From an optimization exercise on the open Yosys and OpenROAD flow, aimed at small area, a short achievable clock period and few clock cycles; shortcuts taken in it are not production practice. Only simulation tests tie the RTL to the original design; equivalence was not proved. Power and IR drop assume default switching activity.

==> 09-04: inputs <==
// cacheTop
module cacheTop #(
	parameter int AddrWidth  = 32,
	parameter int SetBits    = 3,
	parameter int WordBits   = 3,
	parameter int CasLatency = 2
) (
	input  logic                           Clock,
	input  logic                           Reset_L,
	input  logic [AddrWidth-1:0]           cpuAddr,
	input  logic [cachePkg::DataWidth-1:0] cpuWriteData,
	output logic [cachePkg::DataWidth-1:0] cpuReadData,
	input  logic                           as_L,
	input  logic                           uds_L,
	input  logic                           lds_L,
	input  logic                           we_L,
	input  logic                           dramSelectCpu,	 
	output logic                           dtack_L,
	output logic                           dramSelect_L,
	output logic [AddrWidth-1:0]           dramAddr,
	output logic [cachePkg::DataWidth-1:0] dramWriteData,
	output logic                           dramUds_L,
	output logic                           dramLds_L,
	output logic                           dramWe_L,
	output logic                           dramAs_L,
  ...
clock: 8.5 ns
lec_check: 0
cap_margin: 20
core_margin: 2
core_utilization: 40
cts_buf_list: sky130_fd_sc_hd__clkbuf_16
cts_cluster_diameter: 60
cts_cluster_size: 30
setup_slack_margin: 5
slew_margin: 20
run.sh (not shown) runs the stock make flow with config.mk's settings and CLKGATE_MAP_FILE= SYNTH_SCRIPT=/design/flow/synth_recipe.tcl, a recipe that flattens the netlist after the stock synthesis.
==> 06-23: changes against 09-04 <==
--- a/flow/design.v
+++ b/flow/design.v
@@ -101,18 +101,14 @@
 		for (int s = 0; s < NumSets; s++)
 			setSel[s] = (rdSet == s);
 		pendHere = pend && (rdSet == pendSet);
 		pendEq   = (pendTag == rdTag);
 		for (int w = 0; w < cachePkg::NumWays; w++) begin
-			logic             pendW;
-			logic [NumSets-1:0] placeEn;
-			validHere = |(validMem[w] & setSel);
-			pendW     = pendHere && pendWay == w;
-			placeEn   = posSel & {NumSets{validHere && !pendW}};
 			for (int p = 0; p < NumSets; p++)
 				match[w][p] = (tagRing[w][p] == rdTag);
-			hitWays[w] = |(match[w] & placeEn) || (pendW && validHere && pendEq);
+			validHere  = |(validMem[w] & setSel);
+			hitWays[w] = validHere && ((pendHere && pendWay == w) ? pendEq : |(match[w] & posSel));
 		end
 	end
 endmodule
 `timescale 1ns/100ps
 module dataStore #(
@@ -266,24 +262,23 @@
 	logic [cachePkg::NumWays-1:0] wayReady;
 	always_comb
 		for (int w = 0; w < cachePkg::NumWays; w++)
 			wayReady[w] = !(fillActive && set == fillSet && fillWay == w) || (inData && cnt >= word);
 	assign readAck    = cpuReq && we_L && |(hitWays & wayReady);
-	logic [cachePkg::NumWays-1:0]   capW, stW, ringW;
-	logic                           capHit, stHit;
+	logic [cachePkg::DataWidth-1:0] wayWord [cachePkg::NumWays];
 	logic [cachePkg::DataWidth-1:0] readWord;
 	always_comb begin
+		readWord = '0;
 		for (int w = 0; w < cachePkg::NumWays; w++) begin
-			capW[w]  = fillActive && set == fillSet && fillWay == w && inData && cnt == word;
-			stW[w]   = set == stSet && stWay == w && stValid[word] && !capW[w];
-			ringW[w] = !capW[w] && !stW[w];
+			if (fillActive && set == fillSet && fillWay == w && inData && cnt == word)
+				wayWord[w] = dramReadData;
+			else if (set == stSet && stWay == w && stValid[word])
+				wayWord[w] = stData;
+			else
+				wayWord[w] = rdData[w];
+			readWord = readWord | (wayWord[w] & {cachePkg::DataWidth{hitWays[w]}});
 		end
-		capHit   = |(hitWays & capW);
-		stHit    = |(hitWays & stW);
-		readWord = (dramReadData & {cachePkg::DataWidth{capHit}}) | (stData & {cachePkg::DataWidth{stHit}});
-		for (int w = 0; w < cachePkg::NumWays; w++)
-			readWord = readWord | (rdData[w] & {cachePkg::DataWidth{hitWays[w] & ringW[w]}});
 	end
 	assign fillOk     = !(|stDirty) || (SetBits'(stSet - phase) <= SetBits'(5));
 	assign readMiss   = cpuReq && we_L && !hit && (dstate == dIdle) && fillOk;
 	assign writeIssue = cpuReq && !we_L && (dstate == dIdle);
 	assign writeAck   = (dstate == dWrReq) && !dramDtack_L;
Settings changed: CORE_UTILIZATION 40 to 60, CTS_CLUSTER_DIAMETER 60 to 50, CTS_CLUSTER_SIZE 30 to 25.
==> 11-11: changes against 09-04 <==
Settings changed: CORE_UTILIZATION 40 to 50.
==> comparison <==
Via count, lowest first: 11-11, 09-04, 06-23. Of 09-04 and 06-23, 06-23 has the higher first-iteration DRC count (gap about 16%, measured against 06-23). Area after synthesis: 09-04 is smaller than 06-23 (about 0.9%). Cell area, lowest first: 11-11, 09-04, 06-23. Sequential power is about the same in 11-11 and 09-04. The highest count of clock-buffer cells in the layout belongs to 06-23, the lowest to 11-11. Wire length, highest first: 06-23, 09-04, 11-11. In critical path depth, 09-04 and 06-23 do not differ. Die area: 09-04 > 11-11 > 06-23.
==> figures <==
| item | 06-23 | 09-04 | 11-11 |
|---|---|---|---|
| Status | timing/DRC/antenna clean | timing/DRC/antenna clean | timing/DRC/antenna clean |
| Syn-to-layout area delta | 19.5% | 17.1% | 14.1% |
| Final cell count without fillers | 15,500 | 16,800 | 15,600 |
| Period Utilization, post-route | 44.6% | 42.8% | 44.3% |
| Fraction of standard cell area in multi-input logic | 24.9% | 24.5% | 25.0% |
| Post-route met1 wirelength | 212 mm | 208 mm | 210 mm |
| Maximum number of pins on one net before global-route repair | 82 | 119 | 127 |
| # clk buffers | 412 | 342 | 306 |
| Source of the worst register-to-register timing path | data0.phase[1] | data0.phase[1] | seq0.stWay[0] |
| Post-Synthesis Cells | 11,400 | 11,300 | 11,300 |
| Complex-gate fraction of the synthesized area | 14.3% | 14.0% | 14.0% |
| Setup Fix Bufs, Post-CTS | 212 | 145 | 113 |
| Sequential area share after synthesis | 69.8% | 70.4% | 70.4% |
| Register share of the cell area | 58.4% | 60.2% | 61.8% |
| Tap Count | 3,366 | 5,016 | 3,978 |
| Power attributed to sequential cells | 28,100 uW | 28,300 uW | 28,300 uW |
| Critical path destination | seq0.cpuReadData[10] | seq0.cpuReadData[5] | seq0.cpuReadData[14] |
| Total stage count of the critical path | 12 | 12 | 16 |
| Number of gates given a new drive strength after cts | 783 | 509 | 491 |
| Source-to-sink clock delay at the later pin of the worst-skew pair | 1.02 ns | 1.00 ns | 0.96 ns |
Testbench counts of 09-04, summed over its fixed seeds: cycles 123,485.
Testbench counts of 06-23, summed over its fixed seeds: cycles 123,485.
Testbench counts of 11-11, summed over its fixed seeds: cycles 123,485.

-- afterwards: timing with drivers on the ports --
Ports are ideal in the flow. The routed layouts listed here were re-timed in OpenROAD. Step 1, drivers: a clkbuf_16 drives Clock and a buf_2 each remaining input, both assumed. Step 2 also shifts input and output timing later by t, the mid clock arrival at the registers, as if the neighbouring blocks saw the same clock. Slacks: ideal / step 1 / step 2; pairs: ideal / step 1.
run | shift t [ns] | slack for setup (ns) | clock arrival spread, ns | worst register clock-pin slew, ns
09-04 | 1.081 | 4.859 / 4.775 / 3.694 | 0.108 / 0.108 | 0.11 / 0.11
06-23 | 1.093 | 4.707 / 4.465 / 3.372 | 0.087 / 0.086 | 0.10 / 0.10
11-11 | 1.042 | 4.738 / 4.606 / 3.565 | 0.065 / 0.065 | 0.11 / 0.11
After both steps every run listed still meets setup and hold. The setup slack of 06-23, which loses most, moves by -0.242 ns with the drivers and by -1.335 ns with both steps.
